Source: an optimization exercise on an open RTL-to-GDS flow (aim: small area). Production flows keep margins and buffers that such runs may drop.
In this exercise RTL edits were held to simulation tests only and were not proved equivalent to the original.
Power and IR drop assume default switching activity.

### flow/flow/run.sh
#!/bin/bash
# Own layout flow: the standard ORFS flow (standard.sh, synthesis included),
# with two changes to how the layout is made:
#  - the input and output ports are buffered by buf_2 cells instead of the
#    resizer's default delay-buffer choice;
#  - clock tree synthesis clusters up to 28 flip-flops within 70 um per
#    clkbuf_16 leaf buffer and inserts no dummy loads.
set -euo pipefail
bash standard.sh \
  "BUFFER_PORTS_ARGS=-buffer_cell sky130_fd_sc_hd__buf_2" \
  "CTS_ARGS=-sink_clustering_enable -repair_clock_nets -dont_use_dummy_load -buf_list sky130_fd_sc_hd__clkbuf_16 -sink_clustering_size 28 -sink_clustering_max_diameter 70" \
  finish > standard_flow.log 2>&1
### flow/standard.sh
#!/bin/bash
# synth_recipe.tcl (not shown) runs the flow's synth.tcl, then flattens the netlist and writes it again
# the make line also repeats each setting of config.mk as NAME=value (left out here)
make -C /OpenROAD-flow-scripts/flow DESIGN_CONFIG=/design/flow/config.mk WORK_HOME=/design/flow/orfs CLKGATE_MAP_FILE= SYNTH_SCRIPT=/design/flow/synth_recipe.tcl "${@:-finish}"
### flow/config.mk
export PLATFORM = sky130hd
export DESIGN_NAME = regfile_scoreboard
export DESIGN_NICKNAME = regfile_scoreboard
export VERILOG_FILES = /design/flow/design.v
export SDC_FILE = /design/flow/constraint.sdc
export NUM_CORES = 4
export LEC_CHECK = 0
export CAP_MARGIN = 0
export CORE_MARGIN = 2
export CORE_UTILIZATION = 50
export SLEW_MARGIN = 0
export SYNTH_HIERARCHICAL = 1
export SYNTH_MINIMUM_KEEP_SIZE = 0
### flow/constraint.sdc
create_clock -name core_clock -period 6.0 [get_ports {clk}]
set_input_delay 1.2000 -clock core_clock [delete_from_list [all_inputs] [get_ports {clk}]]
set_output_delay 1.2000 -clock core_clock [all_outputs]
set_load 0.01 [all_outputs]
### flow/design.v
module regfile_scoreboard #(
  parameter int unsigned nregs = 32,
  parameter int unsigned nbits = 32
) (
  input  logic                     clk,
  input  logic                     rst,
  input  logic [$clog2(nregs)-1:0] rs1_addr,
  input  logic                     rs1_en,
  output logic [nbits-1:0]         rs1_data,
  input  logic [$clog2(nregs)-1:0] rs2_addr,
  input  logic                     rs2_en,
  output logic [nbits-1:0]         rs2_data,
  input  logic                     issue_val,
  input  logic [$clog2(nregs)-1:0] issue_waddr,
  input  logic                     wb_en,
  input  logic [$clog2(nregs)-1:0] wb_addr,
  input  logic [nbits-1:0]         wb_data,
  output logic                     stall,
  output logic [nregs-1:0]         pending
);
  localparam int unsigned ngrp = (nregs + 2) / 3;   
  logic [nbits-1:0] q [1:nregs-1];    
  logic             ph;
  logic [nregs-1:1] pend;
  logic [nregs-1:1] wb_dec, rs1_dec, rs2_dec, iss_dec;
  logic [nregs-1:1] row_w, row_wn;
  logic [nregs-1:1] sel1, sel2;
  logic [nbits-1:0] wb_x;
  logic             byp1, byp2;
  logic             phx1, phx2;
  logic             busy1, busy2, busy_w;
  logic             issue_fire;
  always_comb begin
    for (int unsigned i = 1; i < nregs; i++) begin
      wb_dec[i]  = wb_en && (wb_addr == i);
      rs1_dec[i] = (rs1_addr == i);
      rs2_dec[i] = (rs2_addr == i);
      iss_dec[i] = (issue_waddr == i);
    end
    row_w  = wb_dec | {(nregs-1){rst}};
    row_wn = ~wb_dec | {(nregs-1){rst}};
    wb_x   = wb_data ^ {nbits{ph}};
  end
  for (genvar i = 1; i < nregs; i++) begin : g_row
    for (genvar b = 0; b < nbits; b++) begin : g_bit
      logic d;
      rf_hold_cell u_hold (.q(q[i][b]), .w(row_w[i]), .wn(row_wn[i]), .c(wb_x[b]), .d(d));
      always_ff @(posedge clk) q[i][b] <= d;
    end
  end
  always_ff @(posedge clk) begin
    if (rst) ph <= 1'b0;
    else     ph <= ~ph;
  end
  always_comb begin
    byp1 = wb_en && (rs1_addr == wb_addr) && (rs1_addr != '0);
    byp2 = wb_en && (rs2_addr == wb_addr) && (rs2_addr != '0);
    sel1 = rs1_dec & ~wb_dec;
    sel2 = rs2_dec & ~wb_dec;
    phx1 = ph && (rs1_addr != '0);
    phx2 = ph && (rs2_addr != '0);
  end
  for (genvar b = 0; b < nbits; b++) begin : g_rd
    logic [3*ngrp-1:0] t1, s1, t2, s2;
    logic [ngrp-1:0]   n1, n2;
    always_comb begin
      t1 = '0; s1 = '0; t2 = '0; s2 = '0;
      for (int unsigned i = 1; i < nregs; i++) begin
        t1[i-1] = q[i][b]; s1[i-1] = sel1[i];
        t2[i-1] = q[i][b]; s2[i-1] = sel2[i];
      end
      t1[nregs-1] = wb_x[b]; s1[nregs-1] = byp1;
      t2[nregs-1] = wb_x[b]; s2[nregs-1] = byp2;
    end
    for (genvar g = 0; g < ngrp-1; g++) begin : g_grp
      rf_aoi222 u1 (.a0(t1[3*g]), .s0(s1[3*g]), .a1(t1[3*g+1]), .s1(s1[3*g+1]),
                    .a2(t1[3*g+2]), .s2(s1[3*g+2]), .y(n1[g]));
      rf_aoi222 u2 (.a0(t2[3*g]), .s0(s2[3*g]), .a1(t2[3*g+1]), .s1(s2[3*g+1]),
                    .a2(t2[3*g+2]), .s2(s2[3*g+2]), .y(n2[g]));
    end
    rf_rdfin u_f1 (.n(n1[ngrp-2:0]), .a0(t1[3*ngrp-3]), .s0(s1[3*ngrp-3]),
                   .a1(t1[3*ngrp-2]), .s1(s1[3*ngrp-2]), .phx(phx1), .y(rs1_data[b]));
    rf_rdfin u_f2 (.n(n2[ngrp-2:0]), .a0(t2[3*ngrp-3]), .s0(s2[3*ngrp-3]),
                   .a1(t2[3*ngrp-2]), .s1(s2[3*ngrp-2]), .phx(phx2), .y(rs2_data[b]));
  end
  always_comb begin
    busy1      = |(sel1 & pend);
    busy2      = |(sel2 & pend);
    busy_w     = |(iss_dec & pend & ~wb_dec);
    stall      = (rs1_en && busy1) || (rs2_en && busy2) || (issue_val && busy_w);
    issue_fire = issue_val && !stall;
    pending    = {pend, 1'b0};
  end
  always_ff @(posedge clk) begin
    if (rst) pend <= '0;
    else     pend <= (pend & ~wb_dec) | (iss_dec & {(nregs-1){issue_fire}});
  end
endmodule
module rf_hold_cell (
  input  logic q,
  input  logic w,
  input  logic wn,
  input  logic c,
  output logic d
);
  assign d = ~((q | w) & (wn | c));
endmodule
module rf_aoi222 (
  input  logic a0, s0, a1, s1, a2, s2,
  output logic y
);
  assign y = ~((a0 & s0) | (a1 & s1) | (a2 & s2));
endmodule
module rf_rdfin (
  input  logic [9:0] n,
  input  logic       a0, s0, a1, s1,
  input  logic       phx,
  output logic       y
);
  logic n10, o0, o1, o2, m_n;
  rf_aoi22 u_p  (.a0(a0), .s0(s0), .a1(a1), .s1(s1), .y(n10));
  rf_nand4 u_o0 (.a(n[0]), .b(n[1]), .c(n[2]), .d(n[3]), .y(o0));
  rf_nand4 u_o1 (.a(n[4]), .b(n[5]), .c(n[6]), .d(n[7]), .y(o1));
  rf_nand3 u_o2 (.a(n[8]), .b(n[9]), .c(n10), .y(o2));
  rf_nor3  u_m  (.a(o0), .b(o1), .c(o2), .y(m_n));
  rf_xnor2 u_y  (.a(m_n), .b(phx), .y(y));
endmodule
module rf_aoi22 (
  input  logic a0, s0, a1, s1,
  output logic y
);
  assign y = ~((a0 & s0) | (a1 & s1));
endmodule
module rf_nand4 (
  input  logic a, b, c, d,
  output logic y
);
  assign y = ~(a & b & c & d);
endmodule
module rf_nand3 (
  input  logic a, b, c,
  output logic y
);
  assign y = ~(a & b & c);
endmodule
module rf_nor3 (
  input  logic a, b, c,
  output logic y
);
  assign y = ~(a | b | c);
endmodule
module rf_xnor2 (
  input  logic a, b,
  output logic y
);
  assign y = ~(a ^ b);
endmodule
==> impl_table.tex, run 1 <==
\begin{tabular}{lr}
\hline
Metric & Value \\
\hline
\multicolumn{2}{l}{\textbf{CTS}} \\
Clock-pin slew reported for the worst setup and hold paths after clock tree synthesis & 40 ps \\
Number of setup buffers added after CTS & 0 \\
Hold bufs inserted after CTS & 0 \\
Largest buffer count on any clock path & 3 \\
CTS H-tree lvls & 2 \\
Root buffer cell & sky130\_fd\_sc\_hd\_\_clkbuf\_16 \\
Worst-Skew Late Latency & 700 ps \\
Number of instances resized during post-cts repair & 0 \\
TritonCTS clock tree & yes \\
Total clock buffers created by CTS & 51 \\
Clock sinks & 1024 \\
\multicolumn{2}{l}{\textbf{Detailed routing}} \\
Number of antenna-violating nets in the routed design & 0 \\
Vias post-DR & 45.3k \\
Routed length per placed instance & 44.1 µm \\
First-iteration detailed-routing DRC count & 11.6k \\
DRC errors left & 0 \\
Vias per cell & 8.95 \\
Number of detailed-routing iterations run before antenna repair & 13 \\
Detailed Route WL & 223000 µm \\
\multicolumn{2}{l}{\textbf{Power and ir drop}} \\
Static Leak & 0.0155 µW \\
Internal Pwr Total & 9600 µW \\
Part of the total power dissipated in combinational logic & 16.7\% \\
Proportion of power drawn by flip-flops and latches & 56.2\% \\
Relative contribution of the clock network to total power & 27.1\% \\
Switching component of the power & 4270 µW \\
P per Cell Area & 302 nW/µm² \\
Peak supply drop & 0.296 mV \\
Switching fraction of total power & 30.8\% \\
\multicolumn{2}{l}{\textbf{Timing}} \\
Slew at the pin with the worst max-slew slack & 1580 ps \\
Final-report max-slew violation count & 28 \\
Final period util & 101\% \\
Minimum hold slack & 473 ps \\
Setup TNS after final layout & -59.6 ps \\
Final hold viol count & 0 \\
Worst setup margin & -59.6 ps \\
RSZ-0062 raised after global routing & false \\
Maximum operating frequency & 165 MHz \\
Tightest slew margin relative to the limit & -5.66\% \\
Maximum clock skew at final layout & 122 ps \\
Final critical-path required period & 6060 ps \\
Setup-failing EPs final & 1 \\
\multicolumn{2}{l}{\textbf{GRT}} \\
Overall Global Routing Usage & 51.6\% \\
Global-route wire length before repair & 310000 µm \\
Number of global-route vias before repair & 43.8k \\
Largest net degree at the start of global routing & 49 \\
Overflow left after global routing & 0 \\
Number of antenna violations at the first check in global routing & 2 \\
\multicolumn{2}{l}{\textbf{Critical path}} \\
Cells along the critical path & buf\_2, nor2b\_1, nand3\_1, nor2\_1, nor3\_2, buf\_4, a222oi\_1, nand4\_1, nor3\_2, xnor2\_1, buf\_4, buf\_2 \\
Peak fanout along the critical path & 32 \\
CP Buf/Inv Count & 4 \\
Category of the most critical setup path & in2out \\
Nature of the critical path endpoint & output port \\
R2R cell count & 4 \\
Cell depth of the worst setup path & 12 \\
Crit path required time & 4800 ps \\
Critical Path Max Stage Delay & 550 ps \\
Worst path top cell family by delay & simple AND/OR/NAND/NOR gates \\
Type of origin of the critical path & input pin \\
Arrival @ worst endpoint & 4860 ps \\
Slowest stage cell, crit path & sky130\_fd\_sc\_hd\_\_nand4\_1 \\
\multicolumn{2}{l}{\textbf{Min path}} \\
Hold crit path type & reg2reg \\
Worst Hold Depth & 1 \\
\multicolumn{2}{l}{\textbf{Placement}} \\
Global placer's final weighted congestion & 1.01 \\
HPWL after detailed placement & 130000 µm \\
\# port buffers & 153 \\
Dpl cells & 5006 \\
Worst-case setup slack after placement & 255 ps \\
\multicolumn{2}{l}{\textbf{Yosys}} \\
Sequential area share after synthesis & 51.0\% \\
Commonest cells in the synthesized netlist & 1024 x sky130\_fd\_sc\_hd\_\_dfxtp\_1, 994 x sky130\_fd\_sc\_hd\_\_o22ai\_1, 640 x sky130\_fd\_sc\_hd\_\_a222oi\_1 \\
FF+latch count, synth & 1024 \\
Prevailing post-synth register cell & sky130\_fd\_sc\_hd\_\_dfxtp\_1 \\
Async set-or-reset flop fraction in the synthesized netlist & 0\% \\
Number of enable flip-flop cells after synthesis & 0 \\
Synthesized net count & 3741 \\
Post-synth top area share & 51.0\% \\
Yosys warns & 9 \\
Avg Inst Size Synth & 10.9 µm² \\
Netlist area before placement & 40200 µm² \\
Most common cell in the synthesized netlist & sky130\_fd\_sc\_hd\_\_dfxtp\_1 \\
Synthesized netlist cell count & 3683 \\
Count of unique library cells instantiated by Yosys & 60 \\
Leading post-synthesis cells by cell area & sky130\_fd\_sc\_hd\_\_dfxtp\_1 51\%, sky130\_fd\_sc\_hd\_\_a222oi\_1 16\%, sky130\_fd\_sc\_hd\_\_o22ai\_1 15\% \\
Top cell type by total area after synthesis & sky130\_fd\_sc\_hd\_\_dfxtp\_1 \\
\multicolumn{2}{l}{\textbf{Outcome}} \\
Failed layout checks & capacitance limit, slew limit, setup timing \\
Result of the run & complete, but fails checks \\
\multicolumn{2}{l}{\textbf{Floorplan}} \\
Initial standard-cell utilization of the core & 50.7\% \\
Die ar. & 82600 µm² \\
Die W & 287 µm \\
IO Pins & 155 \\
Floorplan Core Area & 79300 µm² \\
Number of core rows & 103 \\
Die H & 287 µm \\
\multicolumn{2}{l}{\textbf{Cells and area}} \\
Fill count & 6869 \\
Number of non-filler instances in the completed layout & 5057 \\
Area growth from synthesis to final layout & 14.2\% \\
Count of inserted antenna diode cells & 0 \\
Final design utilization & 57.9\% \\
Layout cells sized above 1 & 17.4\% \\
Number of nets in the finished design & 4067 \\
\multicolumn{2}{l}{\textbf{Job}} \\
Max-cap violations & 3 \\
\hline
\end{tabular}
[flip-flops by register name, indices dropped and copies added (netlist names)]
register	flops
pend	31
q	992
ph	1
[power groups by stage]
stage	registers (µW)	logic (µW)	clock network, µW
final	7790	2310	3760
after global routing	7850	2320	3960
after CTS	7770	2160	3720
after detailed placement	7930	2160	0
after global placement	7880	2110	0
after floorplan	7800	1180	0
[routing by layer]
layer / vias to the layer above / share of wire, % / global-route usage [%]
li1: 17400 / - / -
met1: 21600 / 33 / 61.2
met2: 4952 / 39 / 71.2
met3: 1387 / 18 / 24.4
met4: 10 / 9.7 / 40.2
met5: - / 0.13 / 2.62
[path summary, 6_finish.rpt]
path / startpoint / to / slack, ps
max: wb_addr[3] / rs1_data[9] / -60
min: q[2][9] / q[2][9] / 470
max reg2reg: ph / q[9][10] / 3030
min reg2reg: q[2][9] / q[2][9] / 470
[final cells by class]
cell class / count / area [µm²] / area share [%]
inverter: 26 / 97.6 / 0.213
multi-input combinational: 2556 / 20200 / 44.0
sequential: 1024 / 20500 / 44.7
clock buffer: 51 / 1280 / 2.78
tap: 1050 / 1310 / 2.86
timing repair buffer: 350 / 2490 / 5.44
[cell usage in the layout (no fill, tap or decap), drive strengths merged, types with 2 or more instances in the layout]
cell type,count
o41ai,2
nor3b,4
nor3,130
o21ai,17
nand2b,29
and4bb,3
a22oi,65
nand3b,9
nand4,138
dfxtp,1024
o32ai,6
a222oi,640
and4b,3
clkbuf,51
nand3,112
and3,2
o22ai,1003
xnor2,68
a31oi,3
inv,26
nor2b,6
a2111oi,51
a21oi,12
nand2,37
and2,4
or4,4
o2111ai,3
buf,350
xor2,37
a211oi,13
or3,27
nor2,64
or3b,9
nor4,9
or2,35
[through the flow]
stage / total power (µW) / cell area (µm²)
finish: 13900 / 45900
global route: 14100 / 45900
CTS: 13600 / 45900
detailed placement: 10100 / 44600
global placement: 9990 / 44600
floorplan: 8980 / 40200
[logic make-up after synthesis]
kind of cell           Yosys count  synth area share [%]
AO/OA/AOI/OAI                 1821                  36.0
XOR/XNOR                       105                  2.29
buffers and inverters          103                  1.15
flip-flops                    1024                  51.0
AND/OR/NAND/NOR                629                  9.51
other                            1               0.00934
[Yosys stat by module (local to each module, per instance), a selection]
module | area, µm² | times used | cells inside | flip-flops and latches
regfile_scoreboard | 24400 | 1 | 1667 | 1024
rf_nor3 | 10.0 | 64 | 1 | 0
rf_xnor2 | 8.76 | 64 | 1 | 0
rf_hold_cell | 6.26 | 992 | 1 | 0
rf_nand3 | 5.00 | 64 | 1 | 0
rf_aoi222 | 10.0 | 640 | 1 | 0
rf_aoi22 | 12.5 | 64 | 1 | 0
rf_nand4 | 6.26 | 128 | 1 | 0
==> inputs of run 2 (changes only) <==
--- a/flow/config.mk
+++ b/flow/config.mk
@@ -5,9 +5,10 @@
 export SDC_FILE = /design/flow/constraint.sdc
 export NUM_CORES = 4
 export LEC_CHECK = 0
-export CAP_MARGIN = 0
+export CAP_MARGIN = 15
 export CORE_MARGIN = 2
 export CORE_UTILIZATION = 50
-export SLEW_MARGIN = 0
+export SETUP_SLACK_MARGIN = 0.15
+export SLEW_MARGIN = 15
 export SYNTH_HIERARCHICAL = 1
 export SYNTH_MINIMUM_KEEP_SIZE = 0
==> impl_table.tex, run 2 <==
\begin{tabular}{lr}
\hline
Metric & Value \\
\hline
\multicolumn{2}{l}{\textbf{Outcome}} \\
Result of the run & complete, but fails checks \\
Failed layout checks & setup timing \\
\multicolumn{2}{l}{\textbf{Detailed routing}} \\
Routed length per placed instance & 44.0 µm \\
Detailed Route WL & 223000 µm \\
Number of antenna-violating nets in the routed design & 0 \\
Vias post-DR & 45.2k \\
DRC errors left & 0 \\
Number of detailed-routing iterations run before antenna repair & 15 \\
Vias per cell & 8.93 \\
First-iteration detailed-routing DRC count & 11.8k \\
\multicolumn{2}{l}{\textbf{GRT}} \\
Overflow left after global routing & 0 \\
Largest net degree at the start of global routing & 49 \\
Global-route wire length before repair & 310000 µm \\
Number of global-route vias before repair & 43.5k \\
Overall Global Routing Usage & 51.5\% \\
Number of antenna violations at the first check in global routing & 5 \\
\multicolumn{2}{l}{\textbf{Cells and area}} \\
Number of non-filler instances in the completed layout & 5060 \\
Most common cell after layout, fill and taps aside & sky130\_fd\_sc\_hd\_\_dfxtp\_1 \\
Largest reg by FF count & q \\
Area growth from synthesis to final layout & 14.5\% \\
Commonest non-fill, non-tap cells in the layout & 1023 x sky130\_fd\_sc\_hd\_\_dfxtp\_1, 994 x sky130\_fd\_sc\_hd\_\_o22ai\_1, 640 x sky130\_fd\_sc\_hd\_\_a222oi\_1 \\
Largest register FFs & 992 \\
Fill count & 6854 \\
Registers with the highest flip-flop counts & q (992), pend (31), ph (1) \\
Layout cells sized above 1 & 17.5\% \\
Number of nets in the finished design & 4070 \\
Final instance area & 46000 µm² \\
Count of inserted antenna diode cells & 0 \\
\multicolumn{2}{l}{\textbf{Timing}} \\
Final period util & 101\% \\
Slew at the pin with the worst max-slew slack & 1410 ps \\
Maximum clock skew at final layout & 87.1 ps \\
Final hold viol count & 0 \\
Setup-failing EPs final & 1 \\
Tightest slew margin relative to the limit & 5.98\% \\
Maximum operating frequency & 166 MHz \\
Worst setup margin & -35.0 ps \\
RSZ-0062 raised after global routing & false \\
Final-report max-slew violation count & 0 \\
Final critical-path required period & 6040 ps \\
\multicolumn{2}{l}{\textbf{Placement}} \\
Post-placement cell area & 44700 µm² \\
Global placer's final weighted congestion & 1.01 \\
HPWL after detailed placement & 130000 µm \\
\# port buffers & 153 \\
Dpl cells & 5009 \\
\multicolumn{2}{l}{\textbf{CTS}} \\
Total clock buffers created by CTS & 51 \\
Number of instances resized during post-cts repair & 0 \\
Hold bufs inserted after CTS & 0 \\
Worst-Skew Late Latency & 690 ps \\
Clock-pin slew reported for the worst setup and hold paths after clock tree synthesis & 70 ps \\
Largest buffer count on any clock path & 3 \\
TritonCTS clock tree & yes \\
Clock sinks & 1024 \\
Root buffer cell & sky130\_fd\_sc\_hd\_\_clkbuf\_16 \\
CTS H-tree lvls & 2 \\
Number of setup buffers added after CTS & 0 \\
\multicolumn{2}{l}{\textbf{Critical path}} \\
Worst reg2reg endpoint & q[1][10] \\
Category of the most critical setup path & in2out \\
Crit path required time & 4800 ps \\
Nature of the critical path endpoint & output port \\
R2R cell count & 4 \\
Arrival @ worst endpoint & 4840 ps \\
Worst reg2reg setup slack & 3040 ps \\
Peak fanout along the critical path & 16 \\
Type of origin of the critical path & input pin \\
Reg-to-reg startpoint & ph \\
\multicolumn{2}{l}{\textbf{Floorplan}} \\
Die H & 287 µm \\
Die W & 287 µm \\
Initial standard-cell utilization of the core & 50.7\% \\
IO Pins & 155 \\
Floorplan Core Area & 79300 µm² \\
Number of core rows & 103 \\
Die ar. & 82600 µm² \\
\multicolumn{2}{l}{\textbf{Yosys}} \\
Yosys warns & 9 \\
Avg Inst Size Synth & 10.9 µm² \\
Most common cell in the synthesized netlist & sky130\_fd\_sc\_hd\_\_dfxtp\_1 \\
Async set-or-reset flop fraction in the synthesized netlist & 0\% \\
Top cell type by total area after synthesis & sky130\_fd\_sc\_hd\_\_dfxtp\_1 \\
FF+latch count, synth & 1024 \\
Post-synth top area share & 51.0\% \\
Synthesized net count & 3741 \\
Sequential area share after synthesis & 51.0\% \\
Number of enable flip-flop cells after synthesis & 0 \\
Netlist area before placement & 40200 µm² \\
Leading post-synthesis cells by cell area & sky130\_fd\_sc\_hd\_\_dfxtp\_1 51\%, sky130\_fd\_sc\_hd\_\_a222oi\_1 16\%, sky130\_fd\_sc\_hd\_\_o22ai\_1 15\% \\
Prevailing post-synth register cell & sky130\_fd\_sc\_hd\_\_dfxtp\_1 \\
Synthesized netlist cell count & 3683 \\
Count of unique library cells instantiated by Yosys & 60 \\
Commonest cells in the synthesized netlist & 1024 x sky130\_fd\_sc\_hd\_\_dfxtp\_1, 994 x sky130\_fd\_sc\_hd\_\_o22ai\_1, 640 x sky130\_fd\_sc\_hd\_\_a222oi\_1 \\
\multicolumn{2}{l}{\textbf{Job}} \\
Max-cap violations & 0 \\
\multicolumn{2}{l}{\textbf{Power and ir drop}} \\
Peak supply drop & 0.249 mV \\
P per Cell Area & 302 nW/µm² \\
Static Leak & 0.0156 µW \\
\multicolumn{2}{l}{\textbf{Min path}} \\
HP Start & q[27][18] \\
Hold crit path type & reg2reg \\
Worst Hold Depth & 1 \\
Hold Crit Endpoint & q[27][18] \\
\hline
\end{tabular}
==> run 2: worst max-delay path by stage <==
stage                start      endpoint  slack, ps  depth (start not counted)
6_report             wb_en  rs2_data[22]        -40                          9
2_1_floorplan  rs2_addr[2]   rs2_data[0]        390                          8
5_1_grt         wb_addr[3]   rs1_data[8]        180                         12
3_5_place_dp    wb_addr[3]   rs1_data[8]        230                         12
4_1_cts         wb_addr[3]   rs1_data[8]        210                         12
3_3_place_gp   rs2_addr[4]  rs2_data[11]        240                          9
==> run 2: routing by layer <==
layer	vias up	wire length, µm	global-route usage, %
li1	17400	-	-
met1	21600	73100	61.3
met2	4869	88200	70.8
met3	1338	39200	23.9
met4	12	21900	41.1
met5	-	171	1.28
==> run 2: logic make-up after synthesis <==
kind of cell	synth area share (%)
buffers and inverters	1.15
and+or+nand+nor	9.51
DFF	51.0
AOI/OAI and AO/OA	36.0
xor gates and xnor gates	2.29
other	0.00934
==> run 2: modules after synthesis (local to each module, per instance), excerpt <==
module	flip-flops and latches	cells inside	times used
regfile_scoreboard	1024	1667	1
rf_nor3	0	1	64
rf_aoi222	0	1	640
rf_xnor2	0	1	64
rf_nand4	0	1	128
rf_hold_cell	0	1	992
rf_nand3	0	1	64
==> run 2: worst max-delay path: stages <==
cell,delay (ps)
sky130_fd_sc_hd__buf_2,240
sky130_fd_sc_hd__nand4_1,430
sky130_fd_sc_hd__nor2_1,710
sky130_fd_sc_hd__nor3_2,110
sky130_fd_sc_hd__a222oi_1,910
sky130_fd_sc_hd__nand3_1,530
sky130_fd_sc_hd__nor3_2,380
sky130_fd_sc_hd__xnor2_1,160
sky130_fd_sc_hd__buf_2,160
==> run 2: area by class of cell <==
type / instances / area, µm² / area share [%]
clock buffers: 51 / 1280 / 2.78
inverters: 26 / 97.6 / 0.212
multi-input cells: 2556 / 20200 / 44.0
flip-flops and latches: 1024 / 20500 / 44.6
well taps: 1050 / 1310 / 2.86
repair buffers: 353 / 2540 / 5.52
==> run 2: where the power goes <==
part | internal (µW) | switching (µW) | total [µW] | leakage [µW]
Combinational | 742 | 1570 | 2310 | 0.00637
Clock | 1510 | 2240 | 3760 | 0.000628
Sequential | 7340 | 454 | 7800 | 0.00858
Total | 9600 | 4270 | 13900 | 0.0156
==> run 2: metrics by stage <==
stage	util (%)	power [µW]	hold WS (ps)	worst slack [ps]	TNS [ps]
after global routing	58.0	14100	482	180	0
final	58.0	13900	477	-35.0	-35.0
after CTS	58.0	13700	474	213	0
after global placement	56.3	9990	451	241	0
after detailed placement	56.4	10100	459	230	0
after floorplan	-	8980	443	392	0
==> inputs of run 3 (changes only) <==
--- a/flow/design.v
+++ b/flow/design.v
@@ -117,19 +117,19 @@
   input  logic       phx,
   output logic       y
 );
-  logic n10, o0, o1, o2, m_n;
-  rf_aoi22 u_p  (.a0(a0), .s0(s0), .a1(a1), .s1(s1), .y(n10));
+  logic g, o0, o1, o2, m;
+  rf_ao22  u_p  (.a0(a0), .s0(s0), .a1(a1), .s1(s1), .y(g));
   rf_nand4 u_o0 (.a(n[0]), .b(n[1]), .c(n[2]), .d(n[3]), .y(o0));
   rf_nand4 u_o1 (.a(n[4]), .b(n[5]), .c(n[6]), .d(n[7]), .y(o1));
-  rf_nand3 u_o2 (.a(n[8]), .b(n[9]), .c(n10), .y(o2));
-  rf_nor3  u_m  (.a(o0), .b(o1), .c(o2), .y(m_n));
-  rf_xnor2 u_y  (.a(m_n), .b(phx), .y(y));
+  rf_nand2 u_o2 (.a(n[8]), .b(n[9]), .y(o2));
+  rf_or4   u_m  (.a(o0), .b(o1), .c(o2), .d(g), .y(m));
+  rf_xor2  u_y  (.a(m), .b(phx), .y(y));
 endmodule
-module rf_aoi22 (
+module rf_ao22 (
   input  logic a0, s0, a1, s1,
   output logic y
 );
-  assign y = ~((a0 & s0) | (a1 & s1));
+  assign y = (a0 & s0) | (a1 & s1);
 endmodule
 module rf_nand4 (
   input  logic a, b, c, d,
@@ -137,21 +137,21 @@
 );
   assign y = ~(a & b & c & d);
 endmodule
-module rf_nand3 (
-  input  logic a, b, c,
-  output logic y
-);
-  assign y = ~(a & b & c);
-endmodule
-module rf_nor3 (
-  input  logic a, b, c,
-  output logic y
-);
-  assign y = ~(a | b | c);
-endmodule
-module rf_xnor2 (
+module rf_nand2 (
   input  logic a, b,
   output logic y
 );
-  assign y = ~(a ^ b);
+  assign y = ~(a & b);
 endmodule
+module rf_or4 (
+  input  logic a, b, c, d,
+  output logic y
+);
+  assign y = a | b | c | d;
+endmodule
+module rf_xor2 (
+  input  logic a, b,
+  output logic y
+);
+  assign y = a ^ b;
+endmodule
==> flow/flow/run.sh (replaced) <==
#!/bin/bash
# Own layout flow: the standard ORFS flow (standard.sh, synthesis included),
# with three changes to how the layout is made:
#  - after floorplanning, gates that synthesis upsized beyond what timing needs
#    are downsized (flow/post_floorplan.tcl);
#  - the input and output ports are buffered by buf_2 cells instead of the
#    resizer's default delay-buffer choice;
#  - clock tree synthesis clusters up to 28 flip-flops within 70 um per
#    clkbuf_16 leaf buffer and inserts no dummy loads.
set -euo pipefail
bash standard.sh \
  "POST_FLOORPLAN_TCL=$PWD/flow/post_floorplan.tcl" \
  "BUFFER_PORTS_ARGS=-buffer_cell sky130_fd_sc_hd__buf_2" \
  "CTS_ARGS=-sink_clustering_enable -repair_clock_nets -dont_use_dummy_load -buf_list sky130_fd_sc_hd__clkbuf_16 -sink_clustering_size 28 -sink_clustering_max_diameter 70" \
  finish > standard_flow.log 2>&1
==> flow/flow/post_floorplan.tcl (new file) <==
# Downsize gates that have timing slack to spare (before placement; the
# placement and routing repairs that follow fix slew, capacitance and timing).
repair_timing -recover_power 100 -verbose
==> impl_table.tex, run 3 <==
\begin{tabular}{lr}
\hline
Metric & Value \\
\hline
\multicolumn{2}{l}{\textbf{Outcome}} \\
Result of the run & complete, but fails checks \\
Failed layout checks & setup timing \\
\multicolumn{2}{l}{\textbf{Detailed routing}} \\
DRC errors left & 0 \\
Vias post-DR & 43.7k \\
First-iteration detailed-routing DRC count & 10.6k \\
Vias per cell & 8.61 \\
Number of antenna-violating nets in the routed design & 0 \\
Number of detailed-routing iterations run before antenna repair & 14 \\
Routed length per placed instance & 39.7 µm \\
Detailed Route WL & 202000 µm \\
\multicolumn{2}{l}{\textbf{Timing}} \\
RSZ-0062 raised after global routing & true \\
Final hold viol count & 0 \\
Tightest slew margin relative to the limit & 12.8\% \\
Final-report max-slew violation count & 0 \\
Final critical-path required period & 6020 ps \\
Final period util & 100\% \\
Minimum hold slack & 476 ps \\
Maximum operating frequency & 166 MHz \\
Maximum clock skew at final layout & 87.1 ps \\
Setup TNS after final layout & -21.6 ps \\
Slew at the pin with the worst max-slew slack & 1300 ps \\
Setup-failing EPs final & 1 \\
Worst setup margin & -21.6 ps \\
\multicolumn{2}{l}{\textbf{Yosys}} \\
Synthesized net count & 3741 \\
FF+latch count, synth & 1024 \\
Count of unique library cells instantiated by Yosys & 59 \\
Top cell type by total area after synthesis & sky130\_fd\_sc\_hd\_\_dfxtp\_1 \\
Async set-or-reset flop fraction in the synthesized netlist & 0\% \\
Most common cell in the synthesized netlist & sky130\_fd\_sc\_hd\_\_dfxtp\_1 \\
Sequential area share after synthesis & 51.7\% \\
Leading post-synthesis cells by cell area & sky130\_fd\_sc\_hd\_\_dfxtp\_1 52\%, sky130\_fd\_sc\_hd\_\_a222oi\_1 16\%, sky130\_fd\_sc\_hd\_\_o22ai\_1 16\% \\
Netlist area before placement & 39700 µm² \\
Post-synth top area share & 51.7\% \\
Commonest cells in the synthesized netlist & 1024 x sky130\_fd\_sc\_hd\_\_dfxtp\_1, 994 x sky130\_fd\_sc\_hd\_\_o22ai\_1, 640 x sky130\_fd\_sc\_hd\_\_a222oi\_1 \\
Avg Inst Size Synth & 10.8 µm² \\
Yosys warns & 9 \\
Synthesized netlist cell count & 3683 \\
Prevailing post-synth register cell & sky130\_fd\_sc\_hd\_\_dfxtp\_1 \\
Number of enable flip-flop cells after synthesis & 0 \\
\multicolumn{2}{l}{\textbf{GRT}} \\
Met1 track utilization from global routing & 60.7\% \\
Global routing usage on met3 & 14.1\% \\
Overflow left after global routing & 0 \\
Busiest layer in global routing & met2 \\
Largest net degree at the start of global routing & 62 \\
Overall Global Routing Usage & 47.1\% \\
GR Util met2 & 66.9\% \\
Global-route wire length before repair & 288000 µm \\
Number of global-route vias before repair & 41.4k \\
Number of antenna violations at the first check in global routing & 12 \\
\multicolumn{2}{l}{\textbf{Critical path}} \\
Arrival @ worst endpoint & 4820 ps \\
Peak fanout along the critical path & 32 \\
Reg-to-reg startpoint & pend[22] \\
Type of origin of the critical path & input pin \\
Category of the most critical setup path & in2out \\
Worst reg2reg setup slack & 2660 ps \\
Critical path startpoint & rs2\_addr[0] \\
Nature of the critical path endpoint & output port \\
Crit path required time & 4800 ps \\
\multicolumn{2}{l}{\textbf{CTS}} \\
Clock-pin slew reported for the worst setup and hold paths after clock tree synthesis & 50 ps \\
Worst-Skew Late Latency & 650 ps \\
Hold bufs inserted after CTS & 0 \\
Clock sinks & 1024 \\
CTS H-tree lvls & 2 \\
Total clock buffers created by CTS & 51 \\
Largest buffer count on any clock path & 3 \\
Root buffer cell & sky130\_fd\_sc\_hd\_\_clkbuf\_16 \\
Number of setup buffers added after CTS & 0 \\
TritonCTS clock tree & yes \\
\multicolumn{2}{l}{\textbf{Cells and area}} \\
Sequential cell area in the final layout & 20500 µm² \\
Fill count & 6817 \\
Most common cell after layout, fill and taps aside & sky130\_fd\_sc\_hd\_\_dfxtp\_1 \\
Area growth from synthesis to final layout & 14.3\% \\
Largest register FFs & 992 \\
Layout cells sized above 1 & 14.9\% \\
Number of nets in the finished design & 4084 \\
Number of non-filler instances in the completed layout & 5081 \\
Combined area of the multi-input logic cells & 19400 µm² \\
Registers with the highest flip-flop counts & q (992), pend (31), ph (1) \\
Commonest non-fill, non-tap cells in the layout & 1023 x sky130\_fd\_sc\_hd\_\_dfxtp\_1, 994 x sky130\_fd\_sc\_hd\_\_o22ai\_1, 640 x sky130\_fd\_sc\_hd\_\_a222oi\_1 \\
Largest reg by FF count & q \\
\multicolumn{2}{l}{\textbf{Placement}} \\
\# port buffers & 153 \\
Worst-case setup slack after placement & -104 ps \\
HPWL after detailed placement & 124000 µm \\
Global placer's final weighted congestion & 1.13 \\
Dpl cells & 5020 \\
\multicolumn{2}{l}{\textbf{Job}} \\
Max-cap violations & 0 \\
\multicolumn{2}{l}{\textbf{Floorplan}} \\
Initial standard-cell utilization of the core & 50.4\% \\
Die W & 286 µm \\
Die H & 286 µm \\
IO Pins & 155 \\
Die ar. & 81600 µm² \\
Number of core rows & 103 \\
Floorplan Core Area & 78700 µm² \\
\multicolumn{2}{l}{\textbf{Power and ir drop}} \\
Peak supply drop & 0.221 mV \\
P per Cell Area & 301 nW/µm² \\
Static Leak & 0.0162 µW \\
Final total power & 13600 µW \\
\multicolumn{2}{l}{\textbf{Min path}} \\
HP Start & q[5][31] \\
Hold crit path type & reg2reg \\
\hline
\end{tabular}
==> run 3: changes by cell type after synthesis, sizes merged <==
cell and change:
a22o +64, a22oi -64, nand2 +64, nand3 -64, nor3 -64, or4 +64
xnor2 -64, xor2 +64
==> run 3: Yosys stat by module, one instance, submodules excluded, a selection <==
module	cells	area, µm²
rf_nand2	1	3.75
rf_aoi222	1	10.0
regfile_scoreboard	1667	24400
rf_or4	1	7.51
rf_ao22	1	8.76
rf_nand4	1	6.26
rf_xor2	1	8.76
rf_hold_cell	1	6.26
==> run 3: per-stage QoR <==
| stage | area, µm² | utilization, % |
|---|---|---|
| finish | 45400 | 57.6 |
| global route | 45300 | 57.6 |
| CTS | 45200 | 57.4 |
| detailed placement | 43900 | 55.8 |
| global placement | 43900 | 55.8 |
| floorplan | 39700 | - |
==> run 3: cells by family after synthesis <==
| group | count (synthesis) | synth area share, % |
|---|---|---|
| and+or+nand+nor | 629 | 9.02 |
| other | 1 | 0.00945 |
| AOI/OAI and AO/OA | 1821 | 35.8 |
| DFF | 1024 | 51.7 |
| buffers and inverters | 103 | 1.17 |
| xor gates and xnor gates | 105 | 2.32 |
==> run 3: per-layer routing <==
layer,routed length [µm],up-vias
met5,38,-
met4,18600,6
met3,31300,958
met2,81400,4448
met1,70400,20900
li1,-,17400
==> run 3: repair_timing <==
action                     4_1_cts  5_1_grt
setup endpoints to repair       24       23
pin swaps                        1       10
gates resized for setup          2       18
==> run 3: worst paths after layout <==
path	end	depth (start not counted)
max	rs2_data[26]	10
max reg2reg	pend[3]	7
min reg2reg	q[5][31]	1
min	q[5][31]	1
==> run 3: layout make-up <==
class                   count  share of cell area (%)
clock buffers              51                    2.81
well taps                1050                    2.90
multi-input cells        2556                    42.8
diodes                      7                  0.0386
flip-flops and latches   1024                    45.2
inverters                  26                   0.215
repair buffers            367                    6.01
==> run 3: critical path: stages <==
cell	delay, ps
sky130_fd_sc_hd__buf_2	140
sky130_fd_sc_hd__nand2b_1	630
sky130_fd_sc_hd__buf_4	290
sky130_fd_sc_hd__nor3_2	60
sky130_fd_sc_hd__buf_4	330
sky130_fd_sc_hd__a222oi_1	400
sky130_fd_sc_hd__nand4_1	640
sky130_fd_sc_hd__or4_4	750
sky130_fd_sc_hd__xor2_1	160
sky130_fd_sc_hd__buf_2	200
==> run 3: power by group <==
part           internal, µW  total, µW  switching (µW)
logic                   705       2130            1430
clock network          1510       3720            2210
registers              7340       7790             446
==> inputs of run 4 (changes only) <==
--- a/flow/design.v
+++ b/flow/design.v
@@ -22,7 +22,7 @@
   logic [nbits-1:0] q [1:nregs-1];    
   logic             ph;
   logic [nregs-1:1] pend;
-  logic [nregs-1:1] wb_dec, rs1_dec, rs2_dec, iss_dec;
+  logic [nregs-1:1] wb_dec, iss_dec;
   logic [nregs-1:1] row_w, row_wn;
   logic [nregs-1:1] sel1, sel2;
   logic [nbits-1:0] wb_x;
@@ -30,16 +30,34 @@
   logic             phx1, phx2;
   logic             busy1, busy2, busy_w;
   logic             issue_fire;
+  logic [3:0] wb_lo, rs1_lo, rs2_lo, iss_lo;
+  logic [7:0] wb_hi, rs1_hi, rs2_hi, iss_hi;
+  logic [nregs-1:1] wb_dec_n;
+  logic             rst_n;
   always_comb begin
-    for (int unsigned i = 1; i < nregs; i++) begin
-      wb_dec[i]  = wb_en && (wb_addr == i);
-      rs1_dec[i] = (rs1_addr == i);
-      rs2_dec[i] = (rs2_addr == i);
-      iss_dec[i] = (issue_waddr == i);
+    for (int unsigned k = 0; k < 4; k++) begin
+      wb_lo[k]  = wb_en && (wb_addr[1:0] == k);
+      rs1_lo[k] = (rs1_addr[1:0] == k);
+      rs2_lo[k] = (rs2_addr[1:0] == k);
+      iss_lo[k] = (issue_waddr[1:0] == k);
     end
-    row_w  = wb_dec | {(nregs-1){rst}};
-    row_wn = ~wb_dec | {(nregs-1){rst}};
+    for (int unsigned k = 0; k < 8; k++) begin
+      wb_hi[k]  = (wb_addr[4:2] == k);
+      rs1_hi[k] = (rs1_addr[4:2] == k);
+      rs2_hi[k] = (rs2_addr[4:2] == k);
+      iss_hi[k] = (issue_waddr[4:2] == k);
+    end
+    rst_n  = ~rst;
+    wb_dec = ~wb_dec_n;
     wb_x   = wb_data ^ {nbits{ph}};
+  end
+  for (genvar i = 1; i < nregs; i++) begin : g_dec
+    rf_nand2 u_wd  (.a(wb_lo[i%4]), .b(wb_hi[i/4]), .y(wb_dec_n[i]));
+    rf_nand2 u_w   (.a(wb_dec_n[i]), .b(rst_n), .y(row_w[i]));
+    rf_or2   u_wn  (.a(wb_dec_n[i]), .b(rst), .y(row_wn[i]));
+    rf_and3  u_s1  (.a(rs1_lo[i%4]), .b(rs1_hi[i/4]), .c(wb_dec_n[i]), .y(sel1[i]));
+    rf_and3  u_s2  (.a(rs2_lo[i%4]), .b(rs2_hi[i/4]), .c(wb_dec_n[i]), .y(sel2[i]));
+    rf_and2  u_is  (.a(iss_lo[i%4]), .b(iss_hi[i/4]), .y(iss_dec[i]));
   end
   for (genvar i = 1; i < nregs; i++) begin : g_row
     for (genvar b = 0; b < nbits; b++) begin : g_bit
@@ -55,8 +73,6 @@
   always_comb begin
     byp1 = wb_en && (rs1_addr == wb_addr) && (rs1_addr != '0);
     byp2 = wb_en && (rs2_addr == wb_addr) && (rs2_addr != '0);
-    sel1 = rs1_dec & ~wb_dec;
-    sel2 = rs2_dec & ~wb_dec;
     phx1 = ph && (rs1_addr != '0);
     phx2 = ph && (rs2_addr != '0);
   end
@@ -143,6 +159,24 @@
 );
   assign y = ~(a & b);
 endmodule
+module rf_or2 (
+  input  logic a, b,
+  output logic y
+);
+  assign y = a | b;
+endmodule
+module rf_and2 (
+  input  logic a, b,
+  output logic y
+);
+  assign y = a & b;
+endmodule
+module rf_and3 (
+  input  logic a, b, c,
+  output logic y
+);
+  assign y = a & b & c;
+endmodule
 module rf_or4 (
   input  logic a, b, c, d,
   output logic y
--- a/flow/config.mk
+++ b/flow/config.mk
@@ -8,7 +8,7 @@
 export CAP_MARGIN = 15
 export CORE_MARGIN = 2
 export CORE_UTILIZATION = 50
-export SETUP_SLACK_MARGIN = 0.15
+export SETUP_SLACK_MARGIN = 0.3
 export SLEW_MARGIN = 15
 export SYNTH_HIERARCHICAL = 1
 export SYNTH_MINIMUM_KEEP_SIZE = 0
==> impl_table.tex, run 4 <==
\begin{tabular}{lr}
\hline
Metric & Value \\
\hline
\multicolumn{2}{l}{\textbf{Outcome}} \\
Result of the run & finished clean \\
\multicolumn{2}{l}{\textbf{Critical path}} \\
Nature of the critical path endpoint & output port \\
Worst path top cell family by delay & simple AND/OR/NAND/NOR gates \\
Slowest stage cell, crit path & sky130\_fd\_sc\_hd\_\_nor2\_1 \\
Peak fanout along the critical path & 32 \\
Reg-to-reg startpoint & ph \\
CP Buf/Inv Count & 3 \\
Cells along the critical path & buf\_2, nor2\_1, nand2\_1, and3\_2, a22o\_1, or4\_1, xor2\_1, buf\_4, buf\_2 \\
Critical Path Max Stage Delay & 750 ps \\
Category of the most critical setup path & in2out \\
Crit path required time & 4800 ps \\
Type of origin of the critical path & input pin \\
Most used cell, CP & sky130\_fd\_sc\_hd\_\_buf\_2 \\
Arrival @ worst endpoint & 4610 ps \\
Critical path startpoint & rs1\_addr[1] \\
\multicolumn{2}{l}{\textbf{Timing}} \\
Final period util & 96.8\% \\
Slew at the pin with the worst max-slew slack & 1300 ps \\
Final critical-path required period & 5810 ps \\
Maximum operating frequency & 172 MHz \\
Setup TNS after final layout & 0 ps \\
RSZ-0062 raised after global routing & true \\
Final hold viol count & 0 \\
Maximum clock skew at final layout & 54.2 ps \\
Tightest slew margin relative to the limit & 13.4\% \\
Setup-failing EPs final & 0 \\
Final-report max-slew violation count & 0 \\
\multicolumn{2}{l}{\textbf{Min path}} \\
HP Start & q[2][9] \\
Hold crit path type & reg2reg \\
\multicolumn{2}{l}{\textbf{Detailed routing}} \\
Vias post-DR & 43.7k \\
Vias per cell & 8.81 \\
Routed length per placed instance & 42.0 µm \\
Number of detailed-routing iterations run before antenna repair & 14 \\
First-iteration detailed-routing DRC count & 11.6k \\
Number of antenna-violating nets in the routed design & 0 \\
Detailed Route WL & 209000 µm \\
DRC errors left & 0 \\
\multicolumn{2}{l}{\textbf{Floorplan}} \\
Die W & 281 µm \\
Initial standard-cell utilization of the core & 50.6\% \\
Floorplan Core Area & 76100 µm² \\
Die ar. & 79200 µm² \\
Number of core rows & 101 \\
IO Pins & 155 \\
Die H & 281 µm \\
\multicolumn{2}{l}{\textbf{Cells and area}} \\
Most common cell after layout, fill and taps aside & sky130\_fd\_sc\_hd\_\_dfxtp\_1 \\
Area growth from synthesis to final layout & 15.8\% \\
Largest reg by FF count & q \\
Largest register FFs & 992 \\
Fill count & 6504 \\
Sequential cell area in the final layout & 20500 µm² \\
Number of nets in the finished design & 3993 \\
Commonest non-fill, non-tap cells in the layout & 1023 x sky130\_fd\_sc\_hd\_\_dfxtp\_1, 994 x sky130\_fd\_sc\_hd\_\_o22ai\_1, 644 x sky130\_fd\_sc\_hd\_\_a222oi\_1 \\
Registers with the highest flip-flop counts & q (992), pend (31), ph (1) \\
Combined area of the multi-input logic cells & 18300 µm² \\
Count of inserted antenna diode cells & 0 \\
Final instance area & 44500 µm² \\
Layout cells sized above 1 & 15.0\% \\
Number of non-filler instances in the completed layout & 4963 \\
\multicolumn{2}{l}{\textbf{Yosys}} \\
Count of unique library cells instantiated by Yosys & 30 \\
Sequential area share after synthesis & 53.3\% \\
Yosys warns & 9 \\
Leading post-synthesis cells by cell area & sky130\_fd\_sc\_hd\_\_dfxtp\_1 53\%, sky130\_fd\_sc\_hd\_\_a222oi\_1 17\%, sky130\_fd\_sc\_hd\_\_o22ai\_1 16\% \\
Post-synth top area share & 53.3\% \\
Netlist area before placement & 38500 µm² \\
Most common cell in the synthesized netlist & sky130\_fd\_sc\_hd\_\_dfxtp\_1 \\
Commonest cells in the synthesized netlist & 1024 x sky130\_fd\_sc\_hd\_\_dfxtp\_1, 994 x sky130\_fd\_sc\_hd\_\_o22ai\_1, 644 x sky130\_fd\_sc\_hd\_\_a222oi\_1 \\
Avg Inst Size Synth & 11.1 µm² \\
Async set-or-reset flop fraction in the synthesized netlist & 0\% \\
Number of enable flip-flop cells after synthesis & 0 \\
Top cell type by total area after synthesis & sky130\_fd\_sc\_hd\_\_dfxtp\_1 \\
Prevailing post-synth register cell & sky130\_fd\_sc\_hd\_\_dfxtp\_1 \\
Synthesized netlist cell count & 3470 \\
FF+latch count, synth & 1024 \\
Synthesized net count & 3528 \\
\multicolumn{2}{l}{\textbf{Power and ir drop}} \\
Part of the total power dissipated in combinational logic & 15.3\% \\
Final total power & 13700 µW \\
Proportion of power drawn by flip-flops and latches & 57.1\% \\
Static Leak & 0.0167 µW \\
Switching fraction of total power & 29.8\% \\
Peak supply drop & 0.271 mV \\
Switching component of the power & 4070 µW \\
Relative contribution of the clock network to total power & 27.6\% \\
P per Cell Area & 307 nW/µm² \\
Internal Pwr Total & 9590 µW \\
\multicolumn{2}{l}{\textbf{CTS}} \\
CTS H-tree lvls & 2 \\
Root buffer cell & sky130\_fd\_sc\_hd\_\_clkbuf\_16 \\
Largest buffer count on any clock path & 3 \\
Total clock buffers created by CTS & 52 \\
TritonCTS clock tree & yes \\
Clock-pin slew reported for the worst setup and hold paths after clock tree synthesis & 80 ps \\
Clock sinks & 1024 \\
Worst-Skew Late Latency & 690 ps \\
\multicolumn{2}{l}{\textbf{Job}} \\
Max-cap violations & 0 \\
\multicolumn{2}{l}{\textbf{GRT}} \\
Overall Global Routing Usage & 50.1\% \\
Number of antenna violations at the first check in global routing & 3 \\
Global-route wire length before repair & 289000 µm \\
Number of global-route vias before repair & 41.3k \\
Overflow left after global routing & 0 \\
Largest net degree at the start of global routing & 63 \\
\multicolumn{2}{l}{\textbf{Placement}} \\
\# port buffers & 153 \\
Dpl cells & 4888 \\
Post-placement cell area & 42800 µm² \\
HPWL after detailed placement & 128000 µm \\
Global placer's final weighted congestion & 1.16 \\
\hline
\end{tabular}
-- run 4: kinds of logic after synthesis --
family / after synthesis / synth area share [%]
compound gates: 1765 / 35.9
flops: 1024 / 53.3
other cells: 1 / 0.00975
xor+xnor: 100 / 2.28
buf+inv: 23 / 0.302
simple gates: 557 / 8.27
-- run 4: area by class of cell --
cell class / count / share of cell area, %
multi-input combinational: 2425 / 41.2
inverter: 5 / 0.0506
clock buffer: 52 / 2.92
tap: 1030 / 2.89
timing repair buffer: 427 / 6.93
sequential: 1024 / 46.0
-- run 4: metrics by stage --
step | setup slack [ps] | utilization [%] | hold slack [ps]
3_3_place_gp | 168 | 56.3 | 450
6_report | 190 | 58.5 | 477
4_1_cts | 227 | 58.1 | 475
2_1_floorplan | 1060 | - | 443
3_5_place_dp | 175 | 56.3 | 460
5_1_grt | 235 | 58.5 | 490
-- run 4: power groups by stage --
stage / sequential (µW) / combinational (µW) / clock (µW)
floorplan: 7800 / 1050 / 0
global placement: 7880 / 1900 / 0
detailed placement: 7930 / 1940 / 0
CTS: 7770 / 1940 / 3730
global route: 7860 / 2110 / 3970
finish: 7800 / 2090 / 3760
-- run 4: modules after synthesis, one instance, submodules excluded, a selection --
module	copies in the design	area (µm²)
regfile_scoreboard	1	22200
rf_and2	31	6.26
rf_and3	62	6.26
rf_ao22	64	8.76
rf_aoi222	640	10.0
rf_hold_cell	992	6.26
rf_nand2	126	3.75
rf_nand4	128	6.26
rf_or2	31	6.26
rf_or4	64	7.51
rf_xor2	64	8.76
-- run 4: path summary, 6_finish.rpt --
check                 to  slack (ps)  depth (start not counted)
max reg2reg    q[18][10]        2840                          4
min reg2reg      q[2][9]         480                          1
max          rs1_data[9]         190                          9
min              q[2][9]         480                          1
-- run 4: repair_timing --
item	CTS	global route
gates cloned	0	2
hold buffers	0	0
setup endpoints to repair	4	64
buffers inserted	0	20
resized for setup	5	55
pin swaps	2	12
-- run 4: routing by layer --
metal	wire, µm	up-vias	GRT usage [%]
li1	-	16900	-
met1	70000	20900	61.8
met2	80900	4810	68.0
met3	36600	1117	20.5
met4	21000	6	40.8
met5	138	-	0
==> inputs of run 5 (changes only) <==
--- a/flow/config.mk
+++ b/flow/config.mk
@@ -8,7 +8,7 @@
 export CAP_MARGIN = 15
 export CORE_MARGIN = 2
 export CORE_UTILIZATION = 50
-export SETUP_SLACK_MARGIN = 0.3
+export SETUP_SLACK_MARGIN = 0.45
 export SLEW_MARGIN = 15
 export SYNTH_HIERARCHICAL = 1
 export SYNTH_MINIMUM_KEEP_SIZE = 0
==> impl_table.tex, run 5 <==
\begin{tabular}{lr}
\hline
Metric & Value \\
\hline
\multicolumn{2}{l}{\textbf{Cells and area}} \\
Final design utilization & 58.9\% \\
Registers with the highest flip-flop counts & q (992), pend (31), ph (1) \\
Commonest non-fill, non-tap cells in the layout & 1023 x sky130\_fd\_sc\_hd\_\_dfxtp\_1, 994 x sky130\_fd\_sc\_hd\_\_o22ai\_1, 644 x sky130\_fd\_sc\_hd\_\_a222oi\_1 \\
Largest register FFs & 992 \\
Most common cell after layout, fill and taps aside & sky130\_fd\_sc\_hd\_\_dfxtp\_1 \\
Final instance area & 44800 µm² \\
Largest reg by FF count & q \\
Area growth from synthesis to final layout & 16.5\% \\
Layout cells sized above 1 & 15.5\% \\
Number of nets in the finished design & 4004 \\
\multicolumn{2}{l}{\textbf{Yosys}} \\
Number of enable flip-flop cells after synthesis & 0 \\
Async set-or-reset flop fraction in the synthesized netlist & 0\% \\
Count of unique library cells instantiated by Yosys & 30 \\
Post-synth top area share & 53.3\% \\
Yosys warns & 9 \\
Commonest cells in the synthesized netlist & 1024 x sky130\_fd\_sc\_hd\_\_dfxtp\_1, 994 x sky130\_fd\_sc\_hd\_\_o22ai\_1, 644 x sky130\_fd\_sc\_hd\_\_a222oi\_1 \\
Sequential area share after synthesis & 53.3\% \\
FF+latch count, synth & 1024 \\
Avg Inst Size Synth & 11.1 µm² \\
Top cell type by total area after synthesis & sky130\_fd\_sc\_hd\_\_dfxtp\_1 \\
Leading post-synthesis cells by cell area & sky130\_fd\_sc\_hd\_\_dfxtp\_1 53\%, sky130\_fd\_sc\_hd\_\_a222oi\_1 17\%, sky130\_fd\_sc\_hd\_\_o22ai\_1 16\% \\
Prevailing post-synth register cell & sky130\_fd\_sc\_hd\_\_dfxtp\_1 \\
Synthesized netlist cell count & 3470 \\
Netlist area before placement & 38500 µm² \\
Synthesized net count & 3528 \\
Most common cell in the synthesized netlist & sky130\_fd\_sc\_hd\_\_dfxtp\_1 \\
\multicolumn{2}{l}{\textbf{Floorplan}} \\
Initial standard-cell utilization of the core & 50.6\% \\
Die H & 281 µm \\
Floorplan Core Area & 76100 µm² \\
Number of core rows & 101 \\
Die ar. & 79200 µm² \\
Die W & 281 µm \\
IO Pins & 155 \\
\multicolumn{2}{l}{\textbf{Timing}} \\
Setup-failing EPs final & 0 \\
Final period util & 95.2\% \\
Maximum operating frequency & 175 MHz \\
Final-report max-slew violation count & 0 \\
Final hold viol count & 0 \\
Setup TNS after final layout & 0 ps \\
Maximum clock skew at final layout & 56.2 ps \\
Tightest slew margin relative to the limit & 13.4\% \\
Final critical-path required period & 5710 ps \\
RSZ-0062 raised after global routing & true \\
Slew at the pin with the worst max-slew slack & 1300 ps \\
\multicolumn{2}{l}{\textbf{Detailed routing}} \\
Number of detailed-routing iterations run before antenna repair & 17 \\
Routed length per placed instance & 41.9 µm \\
Vias post-DR & 43.8k \\
DRC errors left & 0 \\
Number of antenna-violating nets in the routed design & 0 \\
Detailed Route WL & 209000 µm \\
First-iteration detailed-routing DRC count & 11.9k \\
Vias per cell & 8.78 \\
\multicolumn{2}{l}{\textbf{Critical path}} \\
Crit path required time & 4800 ps \\
Nature of the critical path endpoint & output port \\
Type of origin of the critical path & input pin \\
Arrival @ worst endpoint & 4510 ps \\
Category of the most critical setup path & in2out \\
Peak fanout along the critical path & 15 \\
\multicolumn{2}{l}{\textbf{GRT}} \\
Global-route wire length before repair & 290000 µm \\
Number of global-route vias before repair & 41.3k \\
Overall Global Routing Usage & 50.1\% \\
Largest net degree at the start of global routing & 63 \\
Number of antenna violations at the first check in global routing & 3 \\
Overflow left after global routing & 0 \\
\multicolumn{2}{l}{\textbf{CTS}} \\
Clock-pin slew reported for the worst setup and hold paths after clock tree synthesis & 100 ps \\
CTS H-tree lvls & 2 \\
Largest buffer count on any clock path & 3 \\
Total clock buffers created by CTS & 52 \\
Root buffer cell & sky130\_fd\_sc\_hd\_\_clkbuf\_16 \\
Clock sinks & 1024 \\
Worst-Skew Late Latency & 680 ps \\
TritonCTS clock tree & yes \\
\multicolumn{2}{l}{\textbf{Placement}} \\
Global placer's final weighted congestion & 1.16 \\
Post-placement cell area & 42800 µm² \\
\# port buffers & 153 \\
HPWL after detailed placement & 128000 µm \\
\multicolumn{2}{l}{\textbf{Job}} \\
Max-cap violations & 0 \\
\multicolumn{2}{l}{\textbf{Power and ir drop}} \\
Internal Pwr Total & 9600 µW \\
Switching component of the power & 4060 µW \\
P per Cell Area & 305 nW/µm² \\
Static Leak & 0.0168 µW \\
Peak supply drop & 0.270 mV \\
Switching fraction of total power & 29.7\% \\
Final total power & 13700 µW \\
Part of the total power dissipated in combinational logic & 15.4\% \\
Proportion of power drawn by flip-flops and latches & 57.1\% \\
Relative contribution of the clock network to total power & 27.5\% \\
\multicolumn{2}{l}{\textbf{Outcome}} \\
Result of the run & finished clean \\
\multicolumn{2}{l}{\textbf{Min path}} \\
Hold crit path type & reg2reg \\
\hline
\end{tabular}
[run 5: per-module statistics from Yosys (local to each module, per instance), a selection]
| module | flip-flops and latches | copies in the design | area (µm²) | cells inside |
|---|---|---|---|---|
| regfile_scoreboard | 1024 | 1 | 22200 | 1268 |
| rf_aoi222 | 0 | 640 | 10.0 | 1 |
| rf_ao22 | 0 | 64 | 8.76 | 1 |
| rf_xor2 | 0 | 64 | 8.76 | 1 |
| rf_or4 | 0 | 64 | 7.51 | 1 |
| rf_and2 | 0 | 31 | 6.26 | 1 |
| rf_and3 | 0 | 62 | 6.26 | 1 |
| rf_hold_cell | 0 | 992 | 6.26 | 1 |
| rf_nand4 | 0 | 128 | 6.26 | 1 |
| rf_or2 | 0 | 31 | 6.26 | 1 |
| rf_nand2 | 0 | 126 | 3.75 | 1 |
[run 5: cell type report]
type / instances / area (µm²)
flip-flops and latches: 1024 / 20500
multi-input cells: 2425 / 18400
diodes: 7 / 17.5
inverters: 5 / 22.5
well taps: 1030 / 1290
fillers: 6491 / 31300
clock buffers: 52 / 1300
repair buffers: 438 / 3250
[run 5: repair_timing]
action,CTS,global route
pin swaps,7,28
setup buffers,4,27
hold buffers,0,0
hold endpoints to repair,0,0
gates cloned,0,2
gates resized for setup,22,77
setup endpoints to repair,51,65
[run 5: power by group through the flow]
stage / Combinational (µW) / Sequential [µW] / Clock [µW]
2_1_floorplan: 1050 / 7800 / 0
3_3_place_gp: 1900 / 7880 / 0
3_5_place_dp: 1940 / 7930 / 0
4_1_cts: 1950 / 7770 / 3730
5_1_grt: 2120 / 7860 / 3970
6_report: 2110 / 7800 / 3760
[run 5: per-layer routing]
| layer | vias to the layer above | share of wire [%] | track usage, % |
|---|---|---|---|
| li1 | 16900 | - | - |
| met1 | 20900 | 34 | 61.7 |
| met2 | 4771 | 38 | 68.1 |
| met3 | 1171 | 17 | 20.7 |
| met4 | 4 | 10 | 41.0 |
| met5 | - | 0.093 | 0 |
[run 5: logic make-up after synthesis]
logic type	share of synthesized area, %
buffers and inverters	0.302
other	0.00975
XOR/XNOR	2.28
AO/OA/AOI/OAI	35.9
AND/OR/NAND/NOR	8.27
flip-flops	53.3
[run 5: path summary, 6_finish.rpt]
path	depth (start not counted)	from	slack [ps]	to
max	11	wb_addr[4]	290	rs1_data[28]
min	1	q[28][11]	480	q[28][11]
max reg2reg	4	ph	2830	q[15][10]
min reg2reg	1	q[28][11]	480	q[28][11]
[run 5: worst max-delay path: stages]
cell,delay [ps]
sky130_fd_sc_hd__buf_6,150
sky130_fd_sc_hd__nor3b_2,260
sky130_fd_sc_hd__buf_4,190
sky130_fd_sc_hd__nand2_1,160
sky130_fd_sc_hd__and3_4,360
sky130_fd_sc_hd__a222oi_1,480
sky130_fd_sc_hd__nand4_1,540
sky130_fd_sc_hd__or4_4,690
sky130_fd_sc_hd__xor2_1,160
sky130_fd_sc_hd__buf_4,170
sky130_fd_sc_hd__buf_2,130
[run 5: per-stage QoR]
stage | hold slack (ps) | worst slack, ps | std cells
4_1_cts | 475 | 417 | 4944
3_5_place_dp | 460 | 175 | 4888
5_1_grt | 490 | 309 | 4974
3_3_place_gp | 450 | 168 | 4888
2_1_floorplan | 443 | 1060 | 3470
6_report | 476 | 287 | 4981
==> inputs of run 6 (changes only) <==
--- a/flow/design.v
+++ b/flow/design.v
@@ -133,12 +133,14 @@
   input  logic       phx,
   output logic       y
 );
-  logic g, o0, o1, o2, m;
+  logic g, o0, o1, o2, p0, p1, m;
   rf_ao22  u_p  (.a0(a0), .s0(s0), .a1(a1), .s1(s1), .y(g));
   rf_nand4 u_o0 (.a(n[0]), .b(n[1]), .c(n[2]), .d(n[3]), .y(o0));
   rf_nand4 u_o1 (.a(n[4]), .b(n[5]), .c(n[6]), .d(n[7]), .y(o1));
   rf_nand2 u_o2 (.a(n[8]), .b(n[9]), .y(o2));
-  rf_or4   u_m  (.a(o0), .b(o1), .c(o2), .d(g), .y(m));
+  rf_nor2  u_p0 (.a(o0), .b(o1), .y(p0));
+  rf_nor2  u_p1 (.a(o2), .b(g), .y(p1));
+  rf_nand2 u_m  (.a(p0), .b(p1), .y(m));
   rf_xor2  u_y  (.a(m), .b(phx), .y(y));
 endmodule
 module rf_ao22 (
@@ -177,11 +179,11 @@
 );
   assign y = a & b & c;
 endmodule
-module rf_or4 (
-  input  logic a, b, c, d,
+module rf_nor2 (
+  input  logic a, b,
   output logic y
 );
-  assign y = a | b | c | d;
+  assign y = ~(a | b);
 endmodule
 module rf_xor2 (
   input  logic a, b,
--- a/flow/config.mk
+++ b/flow/config.mk
@@ -8,7 +8,7 @@
 export CAP_MARGIN = 15
 export CORE_MARGIN = 2
 export CORE_UTILIZATION = 50
-export SETUP_SLACK_MARGIN = 0.45
+export SETUP_SLACK_MARGIN = 0.3
 export SLEW_MARGIN = 15
 export SYNTH_HIERARCHICAL = 1
 export SYNTH_MINIMUM_KEEP_SIZE = 0
==> impl_table.tex, run 6 <==
\begin{tabular}{lr}
\hline
Metric & Value \\
\hline
\multicolumn{2}{l}{\textbf{Cells and area}} \\
Most common cell after layout, fill and taps aside & sky130\_fd\_sc\_hd\_\_dfxtp\_1 \\
Combined area of the multi-input logic cells & 18700 µm² \\
Registers with the highest flip-flop counts & q (992), pend (31), ph (1) \\
Largest reg by FF count & q \\
\multicolumn{2}{l}{\textbf{Timing}} \\
Tightest slew margin relative to the limit & 11.8\% \\
Final critical-path required period & 5820 ps \\
Final period util & 97.1\% \\
Maximum operating frequency & 172 MHz \\
\multicolumn{2}{l}{\textbf{CTS}} \\
TritonCTS clock tree & yes \\
Largest buffer count on any clock path & 3 \\
Hold bufs inserted after CTS & 0 \\
CTS H-tree lvls & 2 \\
\multicolumn{2}{l}{\textbf{Detailed routing}} \\
Number of antenna-violating nets in the routed design & 0 \\
DRC errors left & 0 \\
Met2 wire length & 84000 µm \\
Highest signal layer in the routed design & met5 \\
Met3 wirelength from detailed routing & 39700 µm \\
\multicolumn{2}{l}{\textbf{Placement}} \\
\# port buffers & 153 \\
Global placer's final weighted congestion & 1.03 \\
HPWL after detailed placement & 129000 µm \\
\multicolumn{2}{l}{\textbf{Floorplan}} \\
Floorplan Core Area & 77100 µm² \\
Number of core rows & 102 \\
Die ar. & 79700 µm² \\
Die H & 282 µm \\
\multicolumn{2}{l}{\textbf{Power and ir drop}} \\
P per Cell Area & 309 nW/µm² \\
Peak supply drop & 0.238 mV \\
\multicolumn{2}{l}{\textbf{Critical path}} \\
Type of origin of the critical path & input pin \\
Crit path required time & 4800 ps \\
\multicolumn{2}{l}{\textbf{Min path}} \\
Hold Crit Endpoint & q[2][23] \\
\multicolumn{2}{l}{\textbf{Yosys}} \\
Prevailing post-synth register cell & sky130\_fd\_sc\_hd\_\_dfxtp\_1 \\
Commonest cells in the synthesized netlist & 1024 x sky130\_fd\_sc\_hd\_\_dfxtp\_1, 994 x sky130\_fd\_sc\_hd\_\_o22ai\_1, 644 x sky130\_fd\_sc\_hd\_\_a222oi\_1 \\
Synthesized net count & 3656 \\
Most common cell in the synthesized netlist & sky130\_fd\_sc\_hd\_\_dfxtp\_1 \\
\multicolumn{2}{l}{\textbf{Outcome}} \\
Result of the run & finished clean \\
\hline
\end{tabular}
-- run 6: cell types whose count changed in the layout (fill, tap and decap cells not counted), moves of 12 or more --
cell,delta
sky130_fd_sc_hd__and3_1,+19
sky130_fd_sc_hd__and3_4,-27
sky130_fd_sc_hd__buf_4,-38
sky130_fd_sc_hd__buf_6,-16
sky130_fd_sc_hd__nand2_1,+75
sky130_fd_sc_hd__nor2_1,+130
sky130_fd_sc_hd__or2_1,+12
sky130_fd_sc_hd__or2_2,-12
sky130_fd_sc_hd__or4_1,-57
sky130_fd_sc_hd__xor2_2,-31
sky130_fd_sc_hd__xor2_4,+30
-- run 6: logic make-up (layout without fill, tap and decap cells) --
family                    count (synthesis)  count (layout)  share of synthesized area, %
DFF                                    1024            1024                          53.0
xor gates and xnor gates                100             100                          2.26
other                                     1              14                       0.00969
AOI/OAI and AO/OA                      1765            1765                          35.6
buffers and inverters                    23             437                         0.301
and+or+nand+nor                         685             685                          8.84
-- run 6: what timing repair did --
action | 4_1_cts | 5_1_grt
pin swaps | 0 | 1
cloned | 0 | 0
resized for setup | 3 | 7
hold endpoints to repair | 0 | 0
endpoints found under the setup margin | 6 | 22
setup buffers | 0 | 0
-- run 6: per-stage QoR --
step,utilization [%],instances
5_1_grt,57.8,5063
3_5_place_dp,56.0,5000
4_1_cts,57.7,5051
3_3_place_gp,56.0,5000
6_report,57.8,5065
2_1_floorplan,-,3598
-- run 6: worst max path at each step --
stage,from,cells past startpoint,slack [ps],end
2_1_floorplan,wb_addr[2],9,1260,stall
3_3_place_gp,wb_addr[4],11,190,rs1_data[24]
3_5_place_dp,wb_addr[4],11,210,rs1_data[24]
4_1_cts,wb_addr[4],12,330,rs1_data[24]
5_1_grt,wb_addr[1],12,220,rs2_data[24]
6_report,wb_addr[1],12,180,rs2_data[24]
-- run 6: Yosys stat by module (local to each module, per instance), a selection --
module | flops+latches | area [µm²] | copies in the design | cells
rf_nand2 | 0 | 3.75 | 190 | 1
rf_aoi222 | 0 | 10.0 | 640 | 1
rf_xor2 | 0 | 8.76 | 64 | 1
regfile_scoreboard | 1024 | 22200 | 1 | 1268
rf_ao22 | 0 | 8.76 | 64 | 1
rf_nor2 | 0 | 3.75 | 128 | 1
rf_and2 | 0 | 6.26 | 31 | 1
rf_and3 | 0 | 6.26 | 62 | 1
rf_hold_cell | 0 | 6.26 | 992 | 1
rf_nand4 | 0 | 6.26 | 128 | 1
rf_or2 | 0 | 6.26 | 31 | 1
-- run 6: layer usage --
metal  up-vias  GRT usage, %
met1     21200          62.9
met3      1249          24.7
li1      17100             -
met2      4622          71.1
met5         -          1.95
met4        18          39.7
-- run 6: layout make-up --
cell class,count,area share [%]
diodes,13,0.0730
clock buffers,51,2.86
inverters,5,0.0421
multi-input cells,2551,42.1
flip-flops and latches,1024,46.0
well taps,1040,2.92
repair buffers,381,6.03
-- run 6: worst max-delay path, cell delays in order --
cell	delay (ps)
sky130_fd_sc_hd__buf_2	100
sky130_fd_sc_hd__inv_1	90
sky130_fd_sc_hd__nor3b_1	210
sky130_fd_sc_hd__buf_4	220
sky130_fd_sc_hd__nand2_1	400
sky130_fd_sc_hd__and3_1	810
sky130_fd_sc_hd__a222oi_1	530
sky130_fd_sc_hd__nand2_1	90
sky130_fd_sc_hd__nor2_1	110
sky130_fd_sc_hd__nand2_1	80
sky130_fd_sc_hd__xor2_1	510
sky130_fd_sc_hd__buf_2	250
-- run 6: report_power, final --
part / switching [µW] / internal [µW] / leakage, µW
registers: 446 / 7340 / 0.00858
logic: 1560 / 680 / 0.00744
clock network: 2230 / 1510 / 0.000629

Check on run 6: ideal ports give 0.176 ns setup slack; a clkbuf_16 on the clock port and buf_2 on the inputs give 0.073 ns; moving port delays by the midpoint clock arrival (0.730 ns) as well gives 0.073 ns.
